Background: an optimization exercise with open tools, aiming at small area, a short achievable clock period and few clock cycles per item. Do not read the settings as production practice. At most, simulation tests tie the RTL to the original design; equivalence was not proved. No functional check of the RTL was part of runs 1 and 2. Power is estimated from default activity; no workload was simulated.

## design.v

```verilog
package csidhPkg;
	localparam int NUM_PRIMES = 130;
	localparam int KEY_W = 4 * NUM_PRIMES;
	localparam int COF_W = 64;
	localparam int DIG_W = 3;
	localparam int NUM_STAGES = (COF_W + DIG_W - 1) / DIG_W;
	localparam int PIPE_W = NUM_STAGES * DIG_W;
	localparam int REM_W = 10;
	localparam logic [COF_W-1:0] COF_ALL = 64'hdbe34c5460e36454;
	localparam int NUM_BUFS = (DIG_W == 2) ? 3 : 2;
	localparam int BUF_W = (NUM_BUFS > 2) ? 2 : 1;
	localparam int BUF_GAP = NUM_STAGES + 5;
	localparam int REP_GAP = 5;
	localparam int AGE_W = $clog2(BUF_GAP + 1);
	localparam int NUM_CHUNKS = 17;
endpackage
`timescale 1ns/1ns
module exponentBank (
	input logic clk,
	input logic load,
	input logic [csidhPkg::KEY_W-1:0] privateKey,
	input logic [4:0] chunkSel,
	input logic chunkDir,
	output logic [7:0] chunkMatch,
	output logic [7:0] keyChunk0,
	input logic maskDir,
	input logic [7:0] maskLo,
	input logic [7:0] maskHi,
	output logic [csidhPkg::NUM_PRIMES-1:0] mask
);
	localparam int NP = csidhPkg::NUM_PRIMES;
	logic [NP-1:0] signs;
	logic [8*csidhPkg::NUM_CHUNKS-1:0] matchAll;
	logic [8*csidhPkg::NUM_CHUNKS-1:0] validAll;
	always_ff @(posedge clk) begin
		if (load) begin
			for (int i = 0; i < NP; i++) begin
				signs[i] <= privateKey[4 * (NP - 1 - i) + 3];
			end
		end
	end
	always_comb begin
		for (int i = 0; i < 8; i++) begin
			keyChunk0[i] = !privateKey[4 * (NP - 1 - i) + 3];
		end
	end
	always_comb begin
		validAll = '0;
		validAll[NP-1:0] = '1;
		matchAll = '0;
		matchAll[NP-1:0] = signs ^ {NP{!chunkDir}};
		matchAll = matchAll & validAll;
	end
	assign chunkMatch = matchAll[8*chunkSel +: 8];
	always_comb begin
		for (int i = 0; i < NP; i++) begin
			mask[i] = (signs[i] == maskDir) && (8'(i) >= maskLo) && (8'(i) <= maskHi);
		end
	end
endmodule
`timescale 1ns/1ns
module primeMultiplier (
	input logic [8:0] pHalf,
	input logic [csidhPkg::REM_W-1:0] remS,
	input logic [csidhPkg::REM_W-1:0] remC,
	input logic remCin,
	input logic [csidhPkg::DIG_W-1:0] xDig,
	output logic [csidhPkg::DIG_W-1:0] yDig,
	output logic [csidhPkg::REM_W-1:0] remSOut,
	output logic [csidhPkg::REM_W-1:0] remCOut,
	output logic remCinOut
);
	localparam int DW = csidhPkg::DIG_W;
	localparam int RW = csidhPkg::REM_W;
	localparam int SW = RW + DW;
	logic [9:0] p;
	logic [3:0] inv;
	logic [DW-1:0] remLow;
	logic [DW-1:0] t;
	logic [DW-1:0] y;
	logic [SW-1:0] rows [DW];
	logic [SW-1:0] sumS;
	logic [SW-1:0] sumC;
	logic [DW:0] lowSum;
	assign p = {pHalf, 1'b1};
	always_comb begin
		case (p[3:1])
			3'd0: inv = 4'd1;
			3'd1: inv = 4'd11;
			3'd2: inv = 4'd13;
			3'd3: inv = 4'd7;
			3'd4: inv = 4'd9;
			3'd5: inv = 4'd3;
			3'd6: inv = 4'd5;
			default: inv = 4'd15;
		endcase
	end
	assign remLow = remS[DW-1:0] + remC[DW-1:0] + DW'(remCin);
	assign t = xDig - remLow;
	assign y[0] = t[0];
	assign y[1] = t[1] ^ (t[0] & inv[1]);
	generate
		if (DW >= 3) begin : g_y2
			assign y[2] = t[2] ^ (t[1] & inv[1]) ^ (t[0] & inv[2]) ^ (t[0] & t[1] & inv[1]);
		end
		if (DW >= 4) begin : g_y3
			logic a, b, c, e;
			assign a = t[2];
			assign b = t[1] & inv[1];
			assign c = t[0] & inv[2];
			assign e = t[0] & t[1] & inv[1];
			assign y[3] = t[3] ^ (t[2] & inv[1]) ^ (t[1] & inv[2]) ^ (t[0] & inv[3]) ^
				((a & b) ^ (a & c) ^ (a & e) ^ (b & c) ^ (b & e) ^ (c & e));
		end
	endgenerate
	assign yDig = y;
	always_comb begin
		for (int j = 0; j < DW; j++) begin
			rows[j] = y[j] ? SW'(p) << j : '0;
		end
		sumS = SW'(remS);
		sumC = SW'(remC);
		for (int j = 0; j < DW; j++) begin
			logic [SW-1:0] a;
			a = sumS;
			sumS = a ^ sumC ^ rows[j];
			sumC = ((a & sumC) | (a & rows[j]) | (sumC & rows[j])) << 1;
			if (j == 0) sumC[0] = remCin;
		end
	end
	assign lowSum = (DW+1)'(sumS[DW-1:0]) + (DW+1)'(sumC[DW-1:0]);
	assign remSOut = sumS[SW-1:DW];
	assign remCOut = sumC[SW-1:DW];
	assign remCinOut = lowSum[DW];
endmodule
`timescale 1ns/1ns
module cofactorEngine (
	input logic clk,
	input logic rst,
	input logic [8:0] slotPHalf,
	input logic slotFirst,
	input logic slotLast,
	input logic [csidhPkg::BUF_W-1:0] slotBuf,
	input logic [csidhPkg::BUF_W-1:0] rdBuf,
	output logic [csidhPkg::COF_W-1:0] cofactor,
	output logic repStart,
	output logic [csidhPkg::BUF_W-1:0] repBuf,
	output logic lastInFlight
);
	localparam int NS = csidhPkg::NUM_STAGES;
	localparam int DW = csidhPkg::DIG_W;
	localparam int RW = csidhPkg::REM_W;
	localparam int NB = csidhPkg::NUM_BUFS;
	localparam int BW = csidhPkg::BUF_W;
	localparam int PW = csidhPkg::PIPE_W;
	localparam logic [PW-1:0] COF_PAD = PW'(csidhPkg::COF_ALL);
	logic [9*NS-1:0] stP;
	logic [NS-1:0] stFirst;
	logic [NS-1:0] stLast;
	logic [BW*NS-1:0] stBuf;
	logic [RW*NS-1:0] stRemS;
	logic [RW*NS-1:0] stRemC;
	logic [NS-1:0] stCin;
	logic [PW-1:0] xDigits;
	logic [PW-1:0] yDigits;
	logic [RW*NS-1:0] remSOut;
	logic [RW*NS-1:0] remCOut;
	logic [NS-1:0] cinOut;
	logic [NB*PW-1:0] bufs;
	genvar d;
	generate
		for (d = 0; d < NS; d++) begin : g_stage
			logic [DW-1:0] xIn;
			logic [RW-1:0] remS;
			logic [RW-1:0] remC;
			logic remCin;
			assign xIn = stFirst[d] ? COF_PAD[DW*d +: DW] : xDigits[DW*d +: DW];
			if (d == 0) begin : g_first
				assign remS = '0;
				assign remC = '0;
				assign remCin = 1'b0;
			end else begin : g_rest
				assign remS = stRemS[RW*d +: RW];
				assign remC = stRemC[RW*d +: RW];
				assign remCin = stCin[d];
			end
			primeMultiplier stage_i (
				.pHalf(stP[9*d +: 9]),
				.remS(remS),
				.remC(remC),
				.remCin(remCin),
				.xDig(xIn),
				.yDig(yDigits[DW*d +: DW]),
				.remSOut(remSOut[RW*d +: RW]),
				.remCOut(remCOut[RW*d +: RW]),
				.remCinOut(cinOut[d])
			);
		end
	endgenerate
	always_ff @(posedge clk) begin
		stP <= {stP[9*(NS-1)-1:0], slotPHalf};
		stFirst <= {stFirst[NS-2:0], slotFirst};
		stBuf <= {stBuf[BW*(NS-1)-1:0], slotBuf};
		stRemS <= {remSOut[RW*(NS-1)-1:0], {RW{1'b0}}};
		stRemC <= {remCOut[RW*(NS-1)-1:0], {RW{1'b0}}};
		stCin <= {cinOut[NS-2:0], 1'b0};
		xDigits <= yDigits;
		for (int i = 0; i < NS; i++) begin
			for (int b = 0; b < NB; b++) begin
				if (stLast[i] && stBuf[BW*i +: BW] == BW'(b)) begin
					bufs[PW*b + DW*i +: DW] <= yDigits[DW*i +: DW];
				end
			end
		end
		if (rst) begin
			stLast <= '0;
		end else begin
			stLast <= {stLast[NS-2:0], slotLast};
		end
	end
	always_comb begin
		cofactor = bufs[csidhPkg::COF_W-1:0];
		for (int b = 1; b < NB; b++) begin
			if (rdBuf == BW'(b)) cofactor = bufs[PW*b +: csidhPkg::COF_W];
		end
	end
	assign repStart = stLast[NS-1];
	assign repBuf = stBuf[BW*(NS-1) +: BW];
	assign lastInFlight = |stLast;
endmodule
`timescale 1ns/1ns
module batchSequencer (
	input logic clk,
	input logic rst,
	input logic start,
	output logic busy,
	output logic load,
	output logic [4:0] chunkSel,
	output logic chunkDir,
	input logic [7:0] chunkMatch,
	input logic [7:0] keyChunk0,
	output logic [8:0] slotPHalf,
	output logic slotFirst,
	output logic slotLast,
	output logic [csidhPkg::BUF_W-1:0] slotBuf,
	input logic repStart,
	input logic [csidhPkg::BUF_W-1:0] repBuf,
	input logic lastInFlight,
	output logic [csidhPkg::BUF_W-1:0] rdBuf,
	output logic maskDir,
	output logic [7:0] maskLo,
	output logic [7:0] maskHi,
	output logic batchValid,
	output logic batchSign,
	output logic done
);
	localparam int NB = csidhPkg::NUM_BUFS;
	localparam int BW = csidhPkg::BUF_W;
	localparam int AW = csidhPkg::AGE_W;
	localparam logic [2:0] ST_IDLE = 3'd0;
	localparam logic [2:0] ST_SCAN = 3'd1;
	localparam logic [2:0] ST_PAD = 3'd2;
	localparam logic [2:0] ST_FIN = 3'd3;
	localparam logic [2:0] ST_DONE = 3'd4;
	logic [2:0] state;
	logic dir;
	logic [4:0] chunk;
	logic [7:0] chunkBits;
	logic [3:0] members;
	logic newBatch;
	logic [BW-1:0] wrBuf;
	logic [7:0] lo;
	logic metaDir [NB];
	logic [7:0] metaLo [NB];
	logic [7:0] metaHi [NB];
	logic [AW-1:0] bufAge [NB];
	logic [2:0] repAge;
	logic [2:0] repCnt;
	logic [BW-1:0] repBufQ;
	logic repDir;
	logic [7:0] repLo;
	logic [7:0] repHi;
	logic has;
	logic [2:0] pick;
	logic [7:0] rest;
	logic [7:0] idx;
	logic full;
	logic exhausted;
	logic open_;
	logic endOk;
	logic take;
	logic endNow;
	logic needPad;
	logic switchDir;
	logic [8:0] primeHalf;
	logic [BW-1:0] wrBufNext;
	assign busy = state == ST_SCAN || state == ST_PAD || state == ST_FIN;
	assign load = start && !busy;
	assign done = state == ST_DONE;
	assign batchValid = repCnt != 3'd0;
	assign rdBuf = repBufQ;
	assign batchSign = repDir;
	assign maskDir = repDir;
	assign maskLo = repLo;
	assign maskHi = repHi;
	always_comb begin
		has = chunkBits != 8'd0;
		pick = 3'd0;
		for (int i = 7; i >= 0; i--) begin
			if (chunkBits[i]) pick = 3'(i);
		end
		rest = chunkBits & (chunkBits - 8'd1);
		idx = {chunk[4:0], pick};
	end
	always_comb begin
		case (idx)
			8'd0: primeHalf = 9'd1;
			8'd1: primeHalf = 9'd2;
			8'd2: primeHalf = 9'd3;
			8'd3: primeHalf = 9'd5;
			8'd4: primeHalf = 9'd6;
			8'd5: primeHalf = 9'd8;
			8'd6: primeHalf = 9'd9;
			8'd7: primeHalf = 9'd11;
			8'd8: primeHalf = 9'd14;
			8'd9: primeHalf = 9'd15;
			8'd10: primeHalf = 9'd18;
			8'd11: primeHalf = 9'd20;
			8'd12: primeHalf = 9'd21;
			8'd13: primeHalf = 9'd23;
			8'd14: primeHalf = 9'd26;
			8'd15: primeHalf = 9'd29;
			8'd16: primeHalf = 9'd30;
			8'd17: primeHalf = 9'd33;
			8'd18: primeHalf = 9'd35;
			8'd19: primeHalf = 9'd36;
			8'd20: primeHalf = 9'd39;
			8'd21: primeHalf = 9'd41;
			8'd22: primeHalf = 9'd44;
			8'd23: primeHalf = 9'd48;
			8'd24: primeHalf = 9'd50;
			8'd25: primeHalf = 9'd51;
			8'd26: primeHalf = 9'd53;
			8'd27: primeHalf = 9'd54;
			8'd28: primeHalf = 9'd56;
			8'd29: primeHalf = 9'd63;
			8'd30: primeHalf = 9'd65;
			8'd31: primeHalf = 9'd68;
			8'd32: primeHalf = 9'd69;
			8'd33: primeHalf = 9'd74;
			8'd34: primeHalf = 9'd75;
			8'd35: primeHalf = 9'd78;
			8'd36: primeHalf = 9'd81;
			8'd37: primeHalf = 9'd83;
			8'd38: primeHalf = 9'd86;
			8'd39: primeHalf = 9'd89;
			8'd40: primeHalf = 9'd90;
			8'd41: primeHalf = 9'd95;
			8'd42: primeHalf = 9'd96;
			8'd43: primeHalf = 9'd98;
			8'd44: primeHalf = 9'd99;
			8'd45: primeHalf = 9'd105;
			8'd46: primeHalf = 9'd111;
			8'd47: primeHalf = 9'd113;
			8'd48: primeHalf = 9'd114;
			8'd49: primeHalf = 9'd116;
			8'd50: primeHalf = 9'd119;
			8'd51: primeHalf = 9'd120;
			8'd52: primeHalf = 9'd125;
			8'd53: primeHalf = 9'd128;
			8'd54: primeHalf = 9'd131;
			8'd55: primeHalf = 9'd134;
			8'd56: primeHalf = 9'd135;
			8'd57: primeHalf = 9'd138;
			8'd58: primeHalf = 9'd140;
			8'd59: primeHalf = 9'd141;
			8'd60: primeHalf = 9'd146;
			8'd61: primeHalf = 9'd153;
			8'd62: primeHalf = 9'd155;
			8'd63: primeHalf = 9'd156;
			8'd64: primeHalf = 9'd158;
			8'd65: primeHalf = 9'd165;
			8'd66: primeHalf = 9'd168;
			8'd67: primeHalf = 9'd173;
			8'd68: primeHalf = 9'd174;
			8'd69: primeHalf = 9'd176;
			8'd70: primeHalf = 9'd179;
			8'd71: primeHalf = 9'd183;
			8'd72: primeHalf = 9'd186;
			8'd73: primeHalf = 9'd189;
			8'd74: primeHalf = 9'd191;
			8'd75: primeHalf = 9'd194;
			8'd76: primeHalf = 9'd198;
			8'd77: primeHalf = 9'd200;
			8'd78: primeHalf = 9'd204;
			8'd79: primeHalf = 9'd209;
			8'd80: primeHalf = 9'd210;
			8'd81: primeHalf = 9'd215;
			8'd82: primeHalf = 9'd216;
			8'd83: primeHalf = 9'd219;
			8'd84: primeHalf = 9'd221;
			8'd85: primeHalf = 9'd224;
			8'd86: primeHalf = 9'd228;
			8'd87: primeHalf = 9'd230;
			8'd88: primeHalf = 9'd231;
			8'd89: primeHalf = 9'd233;
			8'd90: primeHalf = 9'd239;
			8'd91: primeHalf = 9'd243;
			8'd92: primeHalf = 9'd245;
			8'd93: primeHalf = 9'd249;
			8'd94: primeHalf = 9'd251;
			8'd95: primeHalf = 9'd254;
			8'd96: primeHalf = 9'd260;
			8'd97: primeHalf = 9'd261;
			8'd98: primeHalf = 9'd270;
			8'd99: primeHalf = 9'd273;
			8'd100: primeHalf = 9'd278;
			8'd101: primeHalf = 9'd281;
			8'd102: primeHalf = 9'd284;
			8'd103: primeHalf = 9'd285;
			8'd104: primeHalf = 9'd288;
			8'd105: primeHalf = 9'd293;
			8'd106: primeHalf = 9'd296;
			8'd107: primeHalf = 9'd299;
			8'd108: primeHalf = 9'd300;
			8'd109: primeHalf = 9'd303;
			8'd110: primeHalf = 9'd306;
			8'd111: primeHalf = 9'd308;
			8'd112: primeHalf = 9'd309;
			8'd113: primeHalf = 9'd315;
			8'd114: primeHalf = 9'd320;
			8'd115: primeHalf = 9'd321;
			8'd116: primeHalf = 9'd323;
			8'd117: primeHalf = 9'd326;
			8'd118: primeHalf = 9'd329;
			8'd119: primeHalf = 9'd330;
			8'd120: primeHalf = 9'd336;
			8'd121: primeHalf = 9'd338;
			8'd122: primeHalf = 9'd341;
			8'd123: primeHalf = 9'd345;
			8'd124: primeHalf = 9'd350;
			8'd125: primeHalf = 9'd354;
			8'd126: primeHalf = 9'd359;
			8'd127: primeHalf = 9'd363;
			8'd128: primeHalf = 9'd366;
			8'd129: primeHalf = 9'd491;
			default: primeHalf = 9'd0;
		endcase
	end
	always_comb begin
		wrBufNext = (wrBuf == BW'(NB - 1)) ? '0 : wrBuf + 1'b1;
		endOk = bufAge[wrBuf] == AW'(csidhPkg::BUF_GAP) && repAge == 3'(csidhPkg::REP_GAP);
		full = has && members == 4'd15;
		take = has && (!full || endOk);
		exhausted = chunk == 5'(csidhPkg::NUM_CHUNKS - 1) && (!has || (take && rest == 8'd0));
		open_ = members != 4'd0 || take;
		endNow = (full && endOk) || (exhausted && open_ && endOk);
		needPad = exhausted && open_ && !endOk;
		switchDir = state == ST_SCAN && exhausted && !needPad || state == ST_PAD && endOk;
	end
	always_comb begin
		if (switchDir) begin
			chunkSel = 5'd0;
			chunkDir = 1'b1;
		end else begin
			chunkSel = chunk + 5'd1;
			chunkDir = dir;
		end
	end
	always_comb begin
		slotPHalf = 9'd0;
		slotFirst = 1'b0;
		slotLast = 1'b0;
		slotBuf = wrBuf;
		if (state == ST_SCAN) begin
			slotPHalf = take ? primeHalf : 9'd0;
			slotFirst = newBatch;
			slotLast = endNow;
		end else if (state == ST_PAD) begin
			slotLast = endOk;
		end
	end
	always_ff @(posedge clk) begin
		for (int b = 0; b < NB; b++) begin
			if (bufAge[b] != AW'(csidhPkg::BUF_GAP)) bufAge[b] <= bufAge[b] + 1'b1;
		end
		if (repAge != 3'(csidhPkg::REP_GAP)) repAge <= repAge + 3'd1;
		if (slotLast && !rst) begin
			bufAge[wrBuf] <= '0;
			repAge <= 3'd0;
			metaDir[wrBuf] <= dir;
			metaLo[wrBuf] <= lo;
			metaHi[wrBuf] <= (state == ST_SCAN && full) ? idx : 8'd255;
			wrBuf <= wrBufNext;
		end
		if (rst) begin
			state <= ST_IDLE;
			repCnt <= 3'd0;
			wrBuf <= '0;
			for (int b = 0; b < NB; b++) begin
				bufAge[b] <= AW'(csidhPkg::BUF_GAP);
			end
			repAge <= 3'(csidhPkg::REP_GAP);
		end else begin
			if (repStart) begin
				repCnt <= 3'd5;
				repBufQ <= repBuf;
				repDir <= metaDir[repBuf];
				repLo <= metaLo[repBuf];
				repHi <= metaHi[repBuf];
			end else if (repCnt != 3'd0) begin
				repCnt <= repCnt - 3'd1;
			end
			case (state)
				ST_IDLE, ST_DONE: begin
					state <= ST_IDLE;
					if (start) begin
						state <= ST_SCAN;
						dir <= 1'b0;
						chunk <= 5'd0;
						chunkBits <= keyChunk0;
						members <= 4'd0;
						newBatch <= 1'b1;
						lo <= 8'd0;
					end
				end
				ST_SCAN: begin
					if (endNow) begin
						newBatch <= 1'b1;
						members <= 4'd0;
						lo <= idx + 8'd1;
					end else begin
						newBatch <= 1'b0;
						if (take) members <= members + 4'd1;
					end
					if (exhausted) begin
						if (needPad) begin
							state <= ST_PAD;
						end else if (!dir) begin
							dir <= 1'b1;
							chunk <= 5'd0;
							chunkBits <= chunkMatch;
							lo <= 8'd0;
						end else begin
							state <= ST_FIN;
						end
					end else if (!has || (take && rest == 8'd0)) begin
						chunk <= chunk + 5'd1;
						chunkBits <= chunkMatch;
					end else if (take) begin
						chunkBits <= rest;
					end
				end
				ST_PAD: begin
					if (endOk) begin
						newBatch <= 1'b1;
						members <= 4'd0;
						if (!dir) begin
							state <= ST_SCAN;
							dir <= 1'b1;
							chunk <= 5'd0;
							chunkBits <= chunkMatch;
							lo <= 8'd0;
						end else begin
							state <= ST_FIN;
						end
					end
				end
				ST_FIN: begin
					if (!lastInFlight && repCnt <= 3'd1) begin
						state <= ST_DONE;
					end
				end
				default: begin
					state <= ST_IDLE;
				end
			endcase
		end
	end
endmodule
`timescale 1ns/1ns
module csidhScheduler (
	input logic clk,
	input logic rst,
	input logic start,
	input logic [csidhPkg::KEY_W-1:0] privateKey,
	output logic busy,
	output logic batchValid,
	output logic batchSign,
	output logic done,
	output logic [csidhPkg::NUM_PRIMES-1:0] batchMask,
	output logic [csidhPkg::COF_W-1:0] cofactor
);
	logic load;
	logic [4:0] chunkSel;
	logic chunkDir;
	logic [7:0] chunkMatch;
	logic [7:0] keyChunk0;
	logic maskDir;
	logic [7:0] maskLo;
	logic [7:0] maskHi;
	logic [8:0] slotPHalf;
	logic slotFirst;
	logic slotLast;
	logic [csidhPkg::BUF_W-1:0] slotBuf;
	logic repStart;
	logic [csidhPkg::BUF_W-1:0] repBuf;
	logic lastInFlight;
	logic [csidhPkg::BUF_W-1:0] rdBuf;
	exponentBank bank_i (
		.clk(clk),
		.load(load),
		.privateKey(privateKey),
		.chunkSel(chunkSel),
		.chunkDir(chunkDir),
		.chunkMatch(chunkMatch),
		.keyChunk0(keyChunk0),
		.maskDir(maskDir),
		.maskLo(maskLo),
		.maskHi(maskHi),
		.mask(batchMask)
	);
	batchSequencer seq_i (
		.clk(clk),
		.rst(rst),
		.start(start),
		.busy(busy),
		.load(load),
		.chunkSel(chunkSel),
		.chunkDir(chunkDir),
		.chunkMatch(chunkMatch),
		.keyChunk0(keyChunk0),
		.slotPHalf(slotPHalf),
		.slotFirst(slotFirst),
		.slotLast(slotLast),
		.slotBuf(slotBuf),
		.repStart(repStart),
		.repBuf(repBuf),
		.lastInFlight(lastInFlight),
		.rdBuf(rdBuf),
		.maskDir(maskDir),
		.maskLo(maskLo),
		.maskHi(maskHi),
		.batchValid(batchValid),
		.batchSign(batchSign),
		.done(done)
	);
	cofactorEngine cof_i (
		.clk(clk),
		.rst(rst),
		.slotPHalf(slotPHalf),
		.slotFirst(slotFirst),
		.slotLast(slotLast),
		.slotBuf(slotBuf),
		.rdBuf(rdBuf),
		.cofactor(cofactor),
		.repStart(repStart),
		.repBuf(repBuf),
		.lastInFlight(lastInFlight)
	);
endmodule
```

## run.sh

```bash
#!/bin/bash
# synth_recipe.tcl (not shown) runs the flow's synth.tcl, then flattens the netlist and writes it again
# the make line also repeats each setting of config.mk as NAME=value (left out here)
make -C /OpenROAD-flow-scripts/flow DESIGN_CONFIG=/design/flow/config.mk WORK_HOME=/design/flow/orfs CLKGATE_MAP_FILE= SYNTH_SCRIPT=/design/flow/synth_recipe.tcl finish
```

## config.mk

```make
export PLATFORM = sky130hd
export DESIGN_NAME = csidhScheduler
export DESIGN_NICKNAME = csidhScheduler
export VERILOG_FILES = /design/flow/design.v
export SDC_FILE = /design/flow/constraint.sdc
export NUM_CORES = 4
export LEC_CHECK = 0
export CAP_MARGIN = 20
export CORE_MARGIN = 2
export CORE_UTILIZATION = 40
export SETUP_SLACK_MARGIN = 4.5
export SLEW_MARGIN = 20
```

## constraint.sdc

```tcl
create_clock -name core_clock -period 8.0 [get_ports {clk}]
set_input_delay 1.6000 -clock core_clock [delete_from_list [all_inputs] [get_ports {clk}]]
set_output_delay 1.6000 -clock core_clock [all_outputs]
set_load 0.01 [all_outputs]
```

==> flow_summary.ini, run 1 <==
[run_status]
status = no timing/DRC/antenna violations

[placed_design]
gp_congestion = 0.981
hpwl_mm = 109
post-place-ws_ns = 2.67
placed_cell_area_sq_um = 58100
portBuffers = 330
dp.cells = 6450

[critical_path]
crit_buf_inv = 7
cpMaxStageDelayCell = edfxtp_1
arrival_ns = 3.02
path_delay_family = buffers and inverters
path_common_cell = buf_4
path_class = reg -> out
critPathRequiredTime_ns = 6.40
path_max_fanout = 6
endpoint_kind = primary output
cp_slowest_stage_delay_ns = 0.52
start_kind = flop
path_cells = buf_12, buf_8, nor4bb_4, buf_4, buf_4, buf_8, buf_4, a21oi_1, nor3_4, buf_2

[routing]
vias = 37000
vias_per_cell = 5.15
drt-total-wl_mm = 162
drt_iter0_markers = 2739
drc_errors = 0
ant_nets = 0
wl_per_cell_um = 22.6
first_pass_iters = 6

[logic_synthesis]
syn-cell-area_sq_um = 52600
synth-seq-cells = 1016
syn_area_per_cell_sq_um = 11.7
synth-edff-count = 337
yosysWarnings = 5
synthArstFlopShare = 0
seq_area_frac_synth = 0.451
synthCells = 4510
yosysUniqueCellTypes = 94
synth_ff_type = dfxtp_1

[sta]
setup-violations-final = 0
rsz0062_at_grt = yes
setup-tns-final_ns = 0
fin_skew_ns = 0.0359
whs_ns = 0.354
period_share = 0.578
drv_slew = 0
period_minus_slack_ns = 4.62
setup_slack_ns = 3.38
relSlewSlack = 0.270
hold_violations = 0
timing.fmax_mhz = 216
tightest_slew_ns = 1.09

[floorplan]
start_util = 0.402
die_area_sq_um = 135000
die_width_um = 367
num_rows = 133
die_h_um = 367
core_sq_um = 131000
num_io_pins = 721

[cells_and_area]
mostFrequentLayoutCells = dfxtp_1, fa_1, inv_1
syn2layout_area_growth_pct = 35.1
n_fill_cell = 11000
layout_commonest_cell = dfxtp_1
nNetsFinal = 6494
regArea_sq_um = 23700
stdcell_area_sq_um = 71100
fin_util = 0.543
multiInputGateArea_sq_um = 30900
fin_cells = 7182
drive_gt1_frac = 0.289

[clock_tree]
clock-sinks = 1016
clkLatencyLatePin_ns = 0.73
clock_path_buffers = 3
hold_buffers = 0
cts_buffers = 108
clock_tree.root_cell = clkbuf_16
cts-htree-levels = 3
clk_pin_slew_ns = 0.06
cts_tree = yes

[power]
switching_share = 0.420
p_leak_nw = 29.9
netSwitchingPower_mw = 12.3
combPwrFrac = 0.541
finalPower_mw = 29.2
power_density_nw_per_um2 = 411
clkPwrFrac = 0.169
pwr-share-seq = 0.290
internal_power_mw = 16.9
ir_drop_mv = 0.369

[flow_run]
max_cap_viol_count = 0

[grt]
grt_max_degree = 131
overflow = 0
grt_pass1_vias = 37300
grt_util_all_layers = 0.232
grt_first_pass_wirelength_mm = 234
grt_antenna_before_repair = 11

[min_path]
holdCritPathClass = reg -> reg
area by class of cell:
type / count / area share
flip-flops and latches: 1016 / 0.334
well taps: 1755 / 0.0309
diodes: 7 / 0.000246
inverters: 479 / 0.0261
multi-input cells: 2833 / 0.435
clock buffers: 147 / 0.0424
repair inverters: 1 / 0.000123
repair buffers: 887 / 0.125
clock inverters: 57 / 0.00714
power groups by stage:
stage,clock network [mW],logic (mW),registers [mW]
after CTS,5.07,13.8,8.46
after global routing,5.29,17.6,8.65
final,4.93,15.8,8.48
after floorplan,0,8.80,8.10
after detailed placement,0,12.1,8.60
after global placement,0,11.8,8.57
flip-flops by register name, indices dropped and copies added (netlist names), 8 cells and up, named ones only:
name,cells
cof_i.stP,180
cof_i.stRemC,174
cof_i.stRemS,174
bank_i.signs,130
cof_i.bufs,128
cof_i.xDigits,64
cof_i.stBuf,22
cof_i.stFirst,22
cof_i.stLast,22
seq_i.metaHi,16
seq_i.metaLo,16
seq_i.bufAge,10
seq_i.chunkBits,8
seq_i.lo,8
seq_i.repHi,8
seq_i.repLo,8
final timing paths:
path                                              startpoint                           end  slack [ns]  cells after the start
worst min-delay path                   cof_i.stP[84]$_DFF_P_         cof_i.stP[93]$_DFF_P_        0.35                      0
worst min register to register         cof_i.stP[84]$_DFF_P_         cof_i.stP[93]$_DFF_P_        0.35                      0
worst max register to register  seq_i.chunkBits[4]$_DFFE_PP_  seq_i.chunkBits[0]$_DFFE_PP_        4.27                     14
worst max-delay path                seq_i.repLo[7]$_DFFE_PP_                 batchMask[81]        3.38                     10
cells in the mapped netlist (all sizes together), types with 10 or more instances:
cell     number  share of area
a2111oi      69          0.012
a211oi       63         0.0090
a21oi       149          0.014
a31oi        24         0.0029
and2        347          0.041
buf          34         0.0031
clkbuf      157          0.011
dfxtp       679           0.26
edfxtp      337           0.19
fa          512           0.19
ha          133          0.032
inv         474          0.034
maj3         38         0.0072
mux2         98          0.021
mux2i        33         0.0063
nand2       238          0.017
nand2b       47         0.0056
nand3        32         0.0030
nor2        188          0.014
nor2b       168          0.020
nor3         55         0.0056
nor4         18         0.0024
o211ai       13         0.0019
o21ai        92         0.0087
o21bai       11         0.0016
o221ai       10         0.0017
o22ai        24         0.0030
or2          32         0.0038
or3          13         0.0015
xnor2       159          0.026
xor2        121          0.020
kinds of logic after synthesis:
kind of cell	share of synthesized area
AO/OA/AOI/OAI	0.0699
XOR/XNOR	0.0466
adder cells (fa/ha/maj)	0.234
buffers and inverters	0.0484
flip-flops	0.451
multiplexers	0.0307
AND/OR/NAND/NOR	0.120
routing by layer:
metal  track usage  part of all wire  vias up
li1              -                 -    16400
met1         0.314              0.42    18500
met2         0.348              0.44     1518
met3        0.0562             0.083      460
met4         0.114             0.054        9
met5             0            0.0010        -
worst reg2reg max path: stages, from the launching register on:
cell       delay [ns]
edfxtp_1         0.44
buf_6            0.15
buf_6            0.11
or4_4            0.56
o41ai_4          0.30
buf_4            0.19
a32o_4           0.19
buf_6            0.12
nor3_4           0.06
a2111oi_4        0.32
nand4b_1         0.21
mux2_4           0.35
a2111oi_4        0.22
o32ai_1          0.14
o2bb2ai_1        0.13
repair_timing:
| item | 4_1_cts | 5_1_grt |
|---|---|---|
| pin swaps | 204 | 215 |
| resized for setup | 1550 | 399 |
| buffers inserted | 344 | 140 |
| cloned | 23 | 14 |
| setup endpoints to repair | 577 | 488 |
==> run 2: changes to the inputs <==
--- a/config.mk
+++ b/config.mk
@@ -8,5 +8,5 @@
 export CAP_MARGIN = 20
 export CORE_MARGIN = 2
 export CORE_UTILIZATION = 40
-export SETUP_SLACK_MARGIN = 4.5
+export SETUP_SLACK_MARGIN = 4.0
 export SLEW_MARGIN = 20
==> run 2 against run 1 <==
  * Sequential cell count unchanged
  * Register-to-register slack worse by 0.22 ns
  * Routed wire length down 5.7%
  * Critical path depth down 5
  * Die area unchanged
==> flow_summary.ini, run 2 <==
[logic_synthesis]
seq_area_frac_synth = 0.451
synth-seq-cells = 1016
syn-cell-area_sq_um = 52600
synth_area_leaders = dfxtp_1, fa_1, edfxtp_1, and2_1, inv_1
synth_commonest_cells = dfxtp_1, fa_1, inv_1
synth-edff-count = 337
yosysUniqueCellTypes = 94
yosysWarnings = 5
syn_area_per_cell_sq_um = 11.7
synth_top_area_share = 0.258
synth_top_area_cell = dfxtp_1
synth_ff_type = dfxtp_1
synthCells = 4510
synth_most_common_cell = dfxtp_1
synthArstFlopShare = 0

[cells_and_area]
top_regs = cof_i.stP: 180 flops, cof_i.stRemC: 174 flops, cof_i.stRemS: 174 flops
syn2layout_area_growth_pct = 29.4
max_flop_register = cof_i.stP
largest_reg_flops = 180
fin_util = 0.520
drive_gt1_frac = 0.231
mostFrequentLayoutCells = dfxtp_1, fa_1, inv_1
nNetsFinal = 6350
layout_commonest_cell = dfxtp_1
fin_cells = 7035

[sta]
timing.fmax_mhz = 221
tightest_slew_ns = 1.14
rsz0062_at_grt = yes
setup-tns-final_ns = 0
relSlewSlack = 0.236
period_minus_slack_ns = 4.53
setup-violations-final = 0
period_share = 0.566
drv_slew = 0
fin_skew_ns = 0.0484
hold_violations = 0

[grt]
grt_util_all_layers = 0.220
grt_max_degree = 66
overflow = 0
grt_first_pass_wirelength_mm = 224
grt_antenna_before_repair = 12
grt_pass1_vias = 36200

[power]
finalPower_mw = 26.0
ir_drop_mv = 0.286
p_leak_nw = 28.7
power_density_nw_per_um2 = 382

[floorplan]
die_width_um = 367
num_io_pins = 721
die_area_sq_um = 135000
die_h_um = 367
core_sq_um = 131000
num_rows = 133
start_util = 0.402

[critical_path]
start_kind = flop
path_class = reg -> out
reg2reg_from = seq_i.chunkBits[6]$_DFFE_PP_
r2r_slack_ns = 4.05
critPathRequiredTime_ns = 6.40
path_cells = or3_4, buf_12, or2_4, a2111oi_4, buf_2
cp_slowest_stage_delay_ns = 0.61
arrival_ns = 2.93
crit_buf_inv = 2
cpMaxStageDelayCell = a2111oi_4
path_delay_family = simple AND/OR/NAND/NOR gates
setup.worst_path.start = seq_i.repLo[7]$_DFFE_PP_
path_max_fanout = 3
endpoint_kind = primary output

[routing]
drt_iter0_markers = 2663
drc_errors = 0
vias_per_cell = 5.13
first_pass_iters = 6
wl_per_cell_um = 21.7
drt-total-wl_mm = 153
ant_nets = 0
vias = 36100

[flow_run]
max_cap_viol_count = 0

[placed_design]
hpwl_mm = 106
dp.cells = 6459
portBuffers = 330
gp_congestion = 0.977

[clock_tree]
clock_tree.root_cell = clkbuf_16
clk_pin_slew_ns = 0.06
cts_buffers = 109
clock_path_buffers = 3
clkLatencyLatePin_ns = 0.74
hold_buffers = 0
clock-sinks = 1016
cts_tree = yes
cts-htree-levels = 3

[min_path]
hold_start = cof_i.stBuf[14]$_DFF_P_
holdCritPathClass = reg -> reg

[run_status]
status = no timing/DRC/antenna violations
==> run 2: changes by cell type in the layout (fill, tap and decap cells not counted), moves of 16 or more <==
| cell | previous run | this run |
|---|---|---|
| mux2_2 | 65 | 92 |
| fa_1 | 488 | 512 |
| nand2_1 | 194 | 215 |
| buf_8 | 24 | 7 |
| xnor2_4 | 27 | 2 |
| xnor2_1 | 116 | 132 |
| buf_4 | 302 | 247 |
| mux2_4 | 33 | 6 |
| clkdlybuf4s50_1 | 131 | 155 |
| dlymetal6s2s_1 | 0 | 19 |
| fa_2 | 24 | 0 |
| buf_6 | 231 | 130 |
| dlygate4sd2_1 | 4 | 24 |
| a21oi_2 | 41 | 24 |
==> run 2: per-stage QoR <==
stage	area, sq um	hold WS, ns	worst slack [ns]
after floorplan	52600	0.345	4.01
after CTS	65700	0.356	3.52
after global placement	57800	0.352	2.74
final	68100	0.359	3.47
after global routing	68100	0.364	3.41
after detailed placement	57900	0.356	2.79
==> run 2: final cells by class <==
type | count | area (sq um)
well taps | 1755 | 2200
clock buffers | 154 | 3190
flip-flops and latches | 1016 | 23700
diodes | 5 | 12.5
clock inverters | 50 | 558
inverters | 479 | 1820
fillers | 11300 | 62900
repair buffers | 747 | 7120
multi-input cells | 2829 | 29500
==> run 2: per-layer routing <==
layer,share of wire,up-vias,track usage
met4,0.054,8,0.104
met5,0.00074,-,0
met2,0.43,1574,0.331
met3,0.089,482,0.0550
li1,-,16100,-
met1,0.42,17900,0.298
==> run 2: path summary, 6_finish.rpt <==
kind	end	cells after the start
worst min register to register	cof_i.stBuf[15]$_DFF_P_	0
worst min-delay path	cof_i.stBuf[15]$_DFF_P_	0
worst max-delay path	batchMask[12]	5
worst max register to register	cof_i.stP[2]$_SDFF_PN0_	13
==> run 2: what timing repair did <==
action / in CTS / in global routing
cloned: 15 / 4
pin swaps: 104 / 123
endpoints found under the setup margin: 311 / 276
resized for setup: 1025 / 345
setup buffers: 212 / 136
==> run 2: cell families (layout without fill, tap and decap cells) <==
| kind of cell | after synthesis | after routing | synth area share |
|---|---|---|---|
| XOR/XNOR | 280 | 280 | 0.0466 |
| multiplexers | 139 | 139 | 0.0307 |
| adder cells (fa/ha/maj) | 683 | 683 | 0.234 |
| flip-flops | 1016 | 1016 | 0.451 |
| AND/OR/NAND/NOR | 1180 | 1184 | 0.120 |
| buffers and inverters | 670 | 1430 | 0.0484 |
| other | 0 | 5 | 0 |
| AO/OA/AOI/OAI | 542 | 543 | 0.0699 |
==> run 2: power by group <==
group / total [mW] / internal (mW) / switching [mW]
clock: 5.19 / 3.07 / 2.12
sequential: 8.48 / 7.38 / 1.10
combinational: 12.3 / 4.63 / 7.70
==> run 2: worst reg2reg max path: cells and delay by family (launching register included) <==
kind	cells	cell delay, ns
DFF	1	0.61
buffers and inverters	2	0.37
muxes	2	0.78
AOI/OAI and AO/OA	5	1.33
and+or+nand+nor	3	0.55
adders and majority gates	1	0.23
==> run 3: changes to the inputs <==
--- a/design.v
+++ b/design.v
@@ -23,15 +23,17 @@
 	input logic chunkDir,
 	output logic [7:0] chunkMatch,
 	output logic [7:0] keyChunk0,
+	output logic [7:0] keyChunk1,
+	output logic [15:0] signChunks01,
 	input logic maskDir,
 	input logic [7:0] maskLo,
 	input logic [7:0] maskHi,
-	output logic [csidhPkg::NUM_PRIMES-1:0] mask
+	output logic [csidhPkg::NUM_PRIMES-1:0] mask,
+	output logic maskSign
 );
 	localparam int NP = csidhPkg::NUM_PRIMES;
 	logic [NP-1:0] signs;
-	logic [8*csidhPkg::NUM_CHUNKS-1:0] matchAll;
-	logic [8*csidhPkg::NUM_CHUNKS-1:0] validAll;
+	logic [8*(csidhPkg::NUM_CHUNKS+2)-1:0] matchAll;
 	always_ff @(posedge clk) begin
 		if (load) begin
 			for (int i = 0; i < NP; i++) begin
@@ -42,20 +44,20 @@
 	always_comb begin
 		for (int i = 0; i < 8; i++) begin
 			keyChunk0[i] = !privateKey[4 * (NP - 1 - i) + 3];
+			keyChunk1[i] = !privateKey[4 * (NP - 1 - (i + 8)) + 3];
 		end
 	end
+	assign signChunks01 = signs[15:0];
 	always_comb begin
-		validAll = '0;
-		validAll[NP-1:0] = '1;
 		matchAll = '0;
 		matchAll[NP-1:0] = signs ^ {NP{!chunkDir}};
-		matchAll = matchAll & validAll;
 	end
 	assign chunkMatch = matchAll[8*chunkSel +: 8];
-	always_comb begin
+	always_ff @(posedge clk) begin
 		for (int i = 0; i < NP; i++) begin
-			mask[i] = (signs[i] == maskDir) && (8'(i) >= maskLo) && (8'(i) <= maskHi);
+			mask[i] <= (signs[i] == maskDir) && (8'(i) >= maskLo) && (8'(i) <= maskHi);
 		end
+		maskSign <= maskDir;
 	end
 endmodule
 `timescale 1ns/1ns
@@ -144,6 +146,8 @@
 	input logic [csidhPkg::BUF_W-1:0] rdBuf,
 	output logic [csidhPkg::COF_W-1:0] cofactor,
 	output logic repStart,
+	output logic preRepStart,
+	output logic [csidhPkg::BUF_W-1:0] preRepBuf,
 	output logic [csidhPkg::BUF_W-1:0] repBuf,
 	output logic lastInFlight
 );
@@ -174,7 +178,7 @@
 			logic [RW-1:0] remS;
 			logic [RW-1:0] remC;
 			logic remCin;
-			assign xIn = stFirst[d] ? COF_PAD[DW*d +: DW] : xDigits[DW*d +: DW];
+			assign xIn = xDigits[DW*d +: DW];
 			if (d == 0) begin : g_first
 				assign remS = '0;
 				assign remC = '0;
@@ -204,7 +208,13 @@
 		stRemS <= {remSOut[RW*(NS-1)-1:0], {RW{1'b0}}};
 		stRemC <= {remCOut[RW*(NS-1)-1:0], {RW{1'b0}}};
 		stCin <= {cinOut[NS-2:0], 1'b0};
-		xDigits <= yDigits;
+		for (int i = 0; i < NS; i++) begin
+			if (i == 0 ? slotFirst : stFirst[i-1]) begin
+				xDigits[DW*i +: DW] <= COF_PAD[DW*i +: DW];
+			end else begin
+				xDigits[DW*i +: DW] <= yDigits[DW*i +: DW];
+			end
+		end
 		for (int i = 0; i < NS; i++) begin
 			for (int b = 0; b < NB; b++) begin
 				if (stLast[i] && stBuf[BW*i +: BW] == BW'(b)) begin
@@ -225,6 +235,8 @@
 		end
 	end
 	assign repStart = stLast[NS-1];
+	assign preRepStart = stLast[NS-2];
+	assign preRepBuf = stBuf[BW*(NS-2) +: BW];
 	assign repBuf = stBuf[BW*(NS-1) +: BW];
 	assign lastInFlight = |stLast;
 endmodule
@@ -239,11 +251,15 @@
 	output logic chunkDir,
 	input logic [7:0] chunkMatch,
 	input logic [7:0] keyChunk0,
+	input logic [7:0] keyChunk1,
+	input logic [15:0] signChunks01,
 	output logic [8:0] slotPHalf,
 	output logic slotFirst,
 	output logic slotLast,
 	output logic [csidhPkg::BUF_W-1:0] slotBuf,
 	input logic repStart,
+	input logic preRepStart,
+	input logic [csidhPkg::BUF_W-1:0] preRepBuf,
 	input logic [csidhPkg::BUF_W-1:0] repBuf,
 	input logic lastInFlight,
 	output logic [csidhPkg::BUF_W-1:0] rdBuf,
@@ -251,7 +267,6 @@
 	output logic [7:0] maskLo,
 	output logic [7:0] maskHi,
 	output logic batchValid,
-	output logic batchSign,
 	output logic done
 );
 	localparam int NB = csidhPkg::NUM_BUFS;
@@ -266,6 +281,7 @@
 	logic dir;
 	logic [4:0] chunk;
 	logic [7:0] chunkBits;
+	logic [7:0] nextBits;
 	logic [3:0] members;
 	logic newBatch;
 	logic [BW-1:0] wrBuf;
@@ -299,7 +315,6 @@
 	assign done = state == ST_DONE;
 	assign batchValid = repCnt != 3'd0;
 	assign rdBuf = repBufQ;
-	assign batchSign = repDir;
 	assign maskDir = repDir;
 	assign maskLo = repLo;
 	assign maskHi = repHi;
@@ -458,15 +473,8 @@
 		needPad = exhausted && open_ && !endOk;
 		switchDir = state == ST_SCAN && exhausted && !needPad || state == ST_PAD && endOk;
 	end
-	always_comb begin
-		if (switchDir) begin
-			chunkSel = 5'd0;
-			chunkDir = 1'b1;
-		end else begin
-			chunkSel = chunk + 5'd1;
-			chunkDir = dir;
-		end
-	end
+	assign chunkSel = chunk + 5'd2;
+	assign chunkDir = dir;
 	always_comb begin
 		slotPHalf = 9'd0;
 		slotFirst = 1'b0;
@@ -502,12 +510,14 @@
 			end
 			repAge <= 3'(csidhPkg::REP_GAP);
 		end else begin
+			if (preRepStart) begin
+				repDir <= metaDir[preRepBuf];
+				repLo <= metaLo[preRepBuf];
+				repHi <= metaHi[preRepBuf];
+			end
 			if (repStart) begin
 				repCnt <= 3'd5;
 				repBufQ <= repBuf;
-				repDir <= metaDir[repBuf];
-				repLo <= metaLo[repBuf];
-				repHi <= metaHi[repBuf];
 			end else if (repCnt != 3'd0) begin
 				repCnt <= repCnt - 3'd1;
 			end
@@ -519,6 +529,7 @@
 						dir <= 1'b0;
 						chunk <= 5'd0;
 						chunkBits <= keyChunk0;
+						nextBits <= keyChunk1;
 						members <= 4'd0;
 						newBatch <= 1'b1;
 						lo <= 8'd0;
@@ -539,14 +550,16 @@
 						end else if (!dir) begin
 							dir <= 1'b1;
 							chunk <= 5'd0;
-							chunkBits <= chunkMatch;
+							chunkBits <= signChunks01[7:0];
+							nextBits <= signChunks01[15:8];
 							lo <= 8'd0;
 						end else begin
 							state <= ST_FIN;
 						end
 					end else if (!has || (take && rest == 8'd0)) begin
 						chunk <= chunk + 5'd1;
-						chunkBits <= chunkMatch;
+						chunkBits <= nextBits;
+						nextBits <= chunkMatch;
 					end else if (take) begin
 						chunkBits <= rest;
 					end
@@ -559,7 +572,8 @@
 							state <= ST_SCAN;
 							dir <= 1'b1;
 							chunk <= 5'd0;
-							chunkBits <= chunkMatch;
+							chunkBits <= signChunks01[7:0];
+							nextBits <= signChunks01[15:8];
 							lo <= 8'd0;
 						end else begin
 							state <= ST_FIN;
@@ -596,6 +610,8 @@
 	logic chunkDir;
 	logic [7:0] chunkMatch;
 	logic [7:0] keyChunk0;
+	logic [7:0] keyChunk1;
+	logic [15:0] signChunks01;
 	logic maskDir;
 	logic [7:0] maskLo;
 	logic [7:0] maskHi;
@@ -604,6 +620,8 @@
 	logic slotLast;
 	logic [csidhPkg::BUF_W-1:0] slotBuf;
 	logic repStart;
+	logic preRepStart;
+	logic [csidhPkg::BUF_W-1:0] preRepBuf;
 	logic [csidhPkg::BUF_W-1:0] repBuf;
 	logic lastInFlight;
 	logic [csidhPkg::BUF_W-1:0] rdBuf;
@@ -615,10 +633,13 @@
 		.chunkDir(chunkDir),
 		.chunkMatch(chunkMatch),
 		.keyChunk0(keyChunk0),
+		.keyChunk1(keyChunk1),
+		.signChunks01(signChunks01),
 		.maskDir(maskDir),
 		.maskLo(maskLo),
 		.maskHi(maskHi),
-		.mask(batchMask)
+		.mask(batchMask),
+		.maskSign(batchSign)
 	);
 	batchSequencer seq_i (
 		.clk(clk),
@@ -630,11 +651,15 @@
 		.chunkDir(chunkDir),
 		.chunkMatch(chunkMatch),
 		.keyChunk0(keyChunk0),
+		.keyChunk1(keyChunk1),
+		.signChunks01(signChunks01),
 		.slotPHalf(slotPHalf),
 		.slotFirst(slotFirst),
 		.slotLast(slotLast),
 		.slotBuf(slotBuf),
 		.repStart(repStart),
+		.preRepStart(preRepStart),
+		.preRepBuf(preRepBuf),
 		.repBuf(repBuf),
 		.lastInFlight(lastInFlight),
 		.rdBuf(rdBuf),
@@ -642,7 +667,6 @@
 		.maskLo(maskLo),
 		.maskHi(maskHi),
 		.batchValid(batchValid),
-		.batchSign(batchSign),
 		.done(done)
 	);
 	cofactorEngine cof_i (
@@ -655,6 +679,8 @@
 		.rdBuf(rdBuf),
 		.cofactor(cofactor),
 		.repStart(repStart),
+		.preRepStart(preRepStart),
+		.preRepBuf(preRepBuf),
 		.repBuf(repBuf),
 		.lastInFlight(lastInFlight)
 	);
--- a/config.mk
+++ b/config.mk
@@ -8,5 +8,5 @@
 export CAP_MARGIN = 20
 export CORE_MARGIN = 2
 export CORE_UTILIZATION = 40
-export SETUP_SLACK_MARGIN = 4.0
+export SETUP_SLACK_MARGIN = 5.0
 export SLEW_MARGIN = 20
==> run 3 against run 2 <==
  * Largest power group unchanged
  * Worst setup slack improved by 0.78 ns
  * Sequential cell count increased by 121
  * Still clean on timing, DRC and antenna
  * Power increased by 15%
  * Synthesized cell count decreased by 1.1%
  * Critical path type unchanged
  * Via count decreased by 2.0%
  * Largest cell class unchanged
==> flow_summary.ini, run 3 <==
[logic_synthesis]
seq_area_frac_synth = 0.482
synth_area_leaders = dfxtp_1, edfxtp_1, fa_1, inv_1, and2_1
synthCells = 4460
synth_ff_type = dfxtp_1
synth-edff-count = 339
syn_area_per_cell_sq_um = 12.2
synth_top_area_share = 0.294
syn-cell-area_sq_um = 54300
synthArstFlopShare = 0
synth_most_common_cell = dfxtp_1
synth_top_area_cell = dfxtp_1
synth_commonest_cells = dfxtp_1, fa_1, inv_1
yosysWarnings = 5
synth-seq-cells = 1137
yosysUniqueCellTypes = 88

[grt]
grt_pass1_vias = 35500
overflow = 0
grt_util_all_layers = 0.219
grt_antenna_before_repair = 2
grt_max_degree = 132
grt_first_pass_wirelength_mm = 225

[min_path]
holdCritPathClass = reg -> reg
hold_path_end = cof_i.stP[13]$_DFF_P_
whs_path_depth = 0
hold_start = cof_i.stP[4]$_SDFF_PP0_

[routing]
vias = 35400
wl_per_cell_um = 22.2
drt-total-wl_mm = 156
drt_iter0_markers = 2640
first_pass_iters = 5
vias_per_cell = 5.04
drc_errors = 0
ant_nets = 0

[sta]
setup-violations-final = 0
timing.fmax_mhz = 267
drv_slew = 0
period_share = 0.469
rsz0062_at_grt = yes
tightest_slew_ns = 1.15
period_minus_slack_ns = 3.75
hold_violations = 0
fin_skew_ns = 0.0604
relSlewSlack = 0.214
setup-tns-final_ns = 0

[floorplan]
die_area_sq_um = 139000
num_io_pins = 721
die_width_um = 372
core_sq_um = 135000
die_h_um = 372
num_rows = 135
start_util = 0.402

[cells_and_area]
max_flop_register = cof_i.stP
syn2layout_area_growth_pct = 30.8
layout_commonest_cell = dfxtp_1
fin_cells = 7021
nNetsFinal = 6261
top_regs = cof_i.stP: 183 flops, cof_i.stRemC: 168 flops, cof_i.stRemS: 168 flops
largest_reg_flops = 183
mostFrequentLayoutCells = dfxtp_1, inv_1, edfxtp_1
drive_gt1_frac = 0.327

[critical_path]
setup.worst_path.start = seq_i.repBufQ$_DFFE_PP_
path_class = reg -> out
r2r_slack_ns = 4.51
arrival_ns = 2.15
reg2reg_from = cof_i.xDigits[25]$_SDFF_PP0_
rr_endpoint = cof_i.stRemS[92]$_DFF_P_
r2r_cells = 11
path_max_fanout = 7
start_kind = flop
critPathRequiredTime_ns = 6.40
endpoint_kind = primary output

[flow_run]
max_cap_viol_count = 0

[run_status]
status = no timing/DRC/antenna violations

[clock_tree]
clk_pin_slew_ns = 0.07
hold_buffers = 0
clkLatencyLatePin_ns = 0.79
cts_tree = yes
cts-htree-levels = 3
clock_path_buffers = 3
clock_tree.root_cell = clkbuf_16
clock-sinks = 1137
cts_buffers = 120

[placed_design]
portBuffers = 327
hpwl_mm = 109
gp_congestion = 0.978
dp.cells = 6434

[power]
ir_drop_mv = 0.342
power_density_nw_per_um2 = 421
p_leak_nw = 29.5
[run 3: cell families after synthesis]
group	synth area share
AND/OR/NAND/NOR	0.109
AO/OA/AOI/OAI	0.0576
adder cells (fa/ha/maj)	0.220
other	0.000138
multiplexers	0.0387
XOR/XNOR	0.0437
buffers and inverters	0.0492
flip-flops	0.482
[run 3: cell type report]
| cell class | instances | area (sq um) |
|---|---|---|
| sequential | 1137 | 26300 |
| tap | 1781 | 2230 |
| timing repair buffer | 733 | 7610 |
| antenna | 2 | 5.00 |
| inverter | 495 | 1890 |
| clock buffer | 162 | 3320 |
| clock inverter | 68 | 752 |
| fill | 11400 | 64100 |
| multi-input combinational | 2643 | 28900 |
[run 3: report_power, final]
part	internal [mW]	switching, mW
registers	7.10	0.518
logic	8.30	8.25
clock network	3.31	2.40
[run 3: repair_timing]
| item | in CTS | in global routing |
|---|---|---|
| setup endpoints to repair | 730 | 562 |
| setup buffers | 216 | 104 |
| gates cloned | 23 | 12 |
| resized for setup | 1213 | 364 |
| pin swaps | 250 | 264 |
[run 3: how the worst max path moves through the flow]
stage                                        endpoint  slack (ns)
after global routing                     cofactor[33]        4.18
final                                    cofactor[33]        4.25
after detailed placement  bank_i.signs[126]$_DFFE_PP_        3.91
after floorplan             bank_i.signs[0]$_DFFE_PP_        4.01
after CTS                                cofactor[57]        4.20
after global placement    bank_i.signs[126]$_DFFE_PP_        3.92
[run 3: routing by layer]
layer	track usage	wire length, um	vias to the layer above
met1	0.298	67300	17900
met3	0.0419	10300	281
met5	0	0	-
li1	-	-	15900
met4	0.0814	6310	0
met2	0.346	72000	1201
[run 3: critical path, stage by stage, from the launching register on]
cell and delay (ns):
edfxtp_1 0.42, buf_12 0.20, buf_16 0.16, buf_8 0.12, mux2_4 0.37, buf_6 0.15
[run 3: metrics by stage]
stage                     power [mW]  utilization  area (sq um)  setup slack (ns)  hold WS, ns
after floorplan                 13.9            -         55400              4.01        0.310
after global placement          15.9        0.447         60400              3.92        0.315
after detailed placement        16.1        0.447         60400              3.91        0.316
after CTS                       27.6        0.509         68800              4.20        0.325
after global routing            31.5        0.525         71000              4.18        0.331
final                           29.9        0.525         71000              4.25        0.319
Testbench counts of run 3, summed over its fixed seeds: cycles 4,018, keys 24.
==> run 4: changes to the inputs <==
--- a/config.mk
+++ b/config.mk
@@ -8,5 +8,5 @@
 export CAP_MARGIN = 20
 export CORE_MARGIN = 2
 export CORE_UTILIZATION = 40
-export SETUP_SLACK_MARGIN = 5.0
+export SETUP_SLACK_MARGIN = 4.5
 export SLEW_MARGIN = 20
==> run 4 against run 3 <==
  * Still clean
  * Routed wire length down 5.0%
  * Core utilization shrank 3.9 points
  * Worst setup slack improved by 0.0017 ns
  * First-iteration DRC count decreased by 4.8%
  * Largest power group unchanged
  * Highest routed layer unchanged
==> flow_summary.ini, run 4 <==
[placed_design]
gp_congestion = 0.972
portBuffers = 327
hpwl_mm = 109
placed_cell_area_sq_um = 59500

[cells_and_area]
layout_commonest_cell = dfxtp_1
syn2layout_area_growth_pct = 21.2
stdcell_area_sq_um = 65800
max_flop_register = cof_i.stP
fin_util = 0.487
nNetsFinal = 6005
top_regs = cof_i.stP: 183 flops, cof_i.stRemC: 168 flops, cof_i.stRemS: 168 flops
largest_reg_flops = 183
drive_gt1_frac = 0.149
mostFrequentLayoutCells = dfxtp_1, fa_1, inv_1
n_fill_cell = 12000

[critical_path]
path_class = reg -> out
endpoint_kind = primary output
path_max_fanout = 8
start_kind = flop
arrival_ns = 2.15
critPathRequiredTime_ns = 6.40

[routing]
vias = 33700
drt-total-wl_mm = 148
vias_per_cell = 4.98
drt_iter0_markers = 2512
first_pass_iters = 5
ant_nets = 0
wl_per_cell_um = 21.9
drc_errors = 0

[clock_tree]
cts_buffers = 120
cts-htree-levels = 3
clk_pin_slew_ns = 0.06
clock_path_buffers = 3
clock_tree.root_cell = clkbuf_16
clkLatencyLatePin_ns = 0.74
clock-sinks = 1137
cts_tree = yes
hold_buffers = 0

[sta]
period_share = 0.469
setup-violations-final = 0
tightest_slew_ns = 1.18
timing.fmax_mhz = 267
fin_skew_ns = 0.0286
period_minus_slack_ns = 3.75
setup-tns-final_ns = 0
hold_violations = 0
drv_slew = 0
rsz0062_at_grt = yes
relSlewSlack = 0.212

[logic_synthesis]
synth_most_common_cell = dfxtp_1
yosys.area_share.simple = 0.109
synth_top_family_by_area = adder cells
synth_compound_area_frac = 0.0576
yosysWarnings = 5
synth_top_area_share = 0.294
synthArstFlopShare = 0
synthAdderAreaFrac = 0.220
synth-seq-cells = 1137
synth-edff-count = 339
syn_area_per_cell_sq_um = 12.2
seq_area_frac_synth = 0.482
synth_commonest_cells = dfxtp_1, fa_1, inv_1
synth_top_area_cell = dfxtp_1
yosysUniqueCellTypes = 88
synth_ff_type = dfxtp_1
syn-cell-area_sq_um = 54300
synth_xor_area_frac = 0.0437
synth_area_leaders = dfxtp_1, edfxtp_1, fa_1, inv_1, and2_1
synthCells = 4460
synth_mux_area_frac = 0.0387

[power]
power_density_nw_per_um2 = 361
ir_drop_mv = 0.275
p_leak_nw = 27.4

[grt]
grt_antenna_before_repair = 8
overflow = 0
grt_pass1_vias = 34300
grt_util_all_layers = 0.210
grt_first_pass_wirelength_mm = 218
grt_max_degree = 132

[floorplan]
die_width_um = 372
start_util = 0.402
num_rows = 135
die_h_um = 372
core_sq_um = 135000
num_io_pins = 721
die_area_sq_um = 139000

[run_status]
status = no timing/DRC/antenna violations

[min_path]
holdCritPathClass = reg -> reg

[flow_run]
max_cap_viol_count = 0
run 4: through the flow:
stage	cells	setup slack [ns]	hold slack, ns	power, mW
after floorplan	4461	4.01	0.310	12.9
after global placement	6430	3.72	0.312	15.2
after detailed placement	6431	3.81	0.313	15.4
after CTS	6691	4.18	0.327	22.1
after global routing	6759	4.19	0.329	25.4
final	6763	4.25	0.324	23.7
run 4: power breakdown:
group	leakage [nW]	switching (mW)	internal [mW]	total [mW]
logic	15.8	5.91	4.57	10.5
clock network	2.00	2.38	3.31	5.68
registers	9.63	0.490	7.09	7.58
total	27.4	8.77	15.0	23.7
run 4: layer usage:
| layer | vias to the layer above | GRT usage | wire, um |
|---|---|---|---|
| li1 | 15400 | - | - |
| met1 | 16900 | 0.290 | 65200 |
| met2 | 1129 | 0.325 | 66900 |
| met3 | 239 | 0.0434 | 10300 |
| met4 | 0 | 0.0832 | 5790 |
| met5 | - | 0 | 0 |
run 4: final cells by class:
type / count / area, sq um / area share
diodes: 4 / 10.0 / 0.000152
flip-flops and latches: 1137 / 26200 / 0.398
inverters: 495 / 1860 / 0.0283
clock inverters: 56 / 579 / 0.00881
multi-input cells: 2636 / 26500 / 0.403
repair buffers: 484 / 4890 / 0.0743
clock buffers: 170 / 3490 / 0.0530
well taps: 1781 / 2230 / 0.0339
run 4: path summary, 6_finish.rpt:
path / startpoint / endpoint / slack [ns] / cells past startpoint
hold / removal: cof_i.stP[2]$_SDFF_PN0_ / cof_i.stP[11]$_DFF_P_ / 0.32 / 0
setup reg to reg: seq_i.chunkBits[2]$_DFFE_PP_ / cof_i.stP[0]$_SDFF_PN0_ / 4.48 / 10
hold reg to reg: cof_i.stP[2]$_SDFF_PN0_ / cof_i.stP[11]$_DFF_P_ / 0.32 / 0
setup / recovery: seq_i.repBufQ$_DFFE_PP_ / cofactor[9] / 4.25 / 6
run 4: cell families after synthesis:
family                   count (synthesis)
AO/OA/AOI/OAI                          457
buffers and inverters                  695
adder cells (fa/ha/maj)                662
AND/OR/NAND/NOR                       1085
multiplexers                           151
other                                    2
flip-flops                            1137
XOR/XNOR                               271
run 4: repair_timing:
item                                    in CTS  in global routing
gates resized for setup                    394                157
setup buffers                               28                 58
cloned                                       6                 10
endpoints found under the setup margin     386                329
pin swaps                                   19                 91
endpoints found under the hold margin        0                  0
run 4: worst max-delay path, stage by stage, from the launching register on:
cell      delay [ns]
edfxtp_1        0.41
buf_12          0.17
buf_6           0.12
buf_12          0.12
buf_16          0.15
mux2_4          0.31
buf_6           0.12

[afterwards: timing with drivers on the ports]
The results above use ideal ports. As a check the final layouts listed here were re-extracted and re-timed, cells and wires unchanged.
Step 1: set_driving_cell puts a clkbuf_16 on clk and a buf_2 on each other input, an assumption about the parent block.
Step 2 also shifts input and output timing later by t, the mid clock arrival at the registers, as if the neighbouring blocks saw the same clock.
Slacks: no drivers / after step 1 / after step 2; pairs: no drivers / after step 1.
| run | t (ns) | slack for setup (ns) | latest minus earliest clock arrival (ns) |
|---|---|---|---|
| run 1 | 0.782 | 3.377 / 3.304 / 4.086 | 0.040 / 0.041 |
| run 2 | 0.790 | 3.471 / 3.397 / 3.633 | 0.050 / 0.050 |
| run 3 | 0.819 | 4.248 / 4.172 / 4.348 | 0.101 / 0.101 |
| run 4 | 0.797 | 4.250 / 4.175 / 4.033 | 0.041 / 0.041 |
After both steps every run listed still meets setup and hold. For run 4, which loses most, drivers alone change the setup slack by -0.075 ns; drivers and shift together by -0.217 ns.
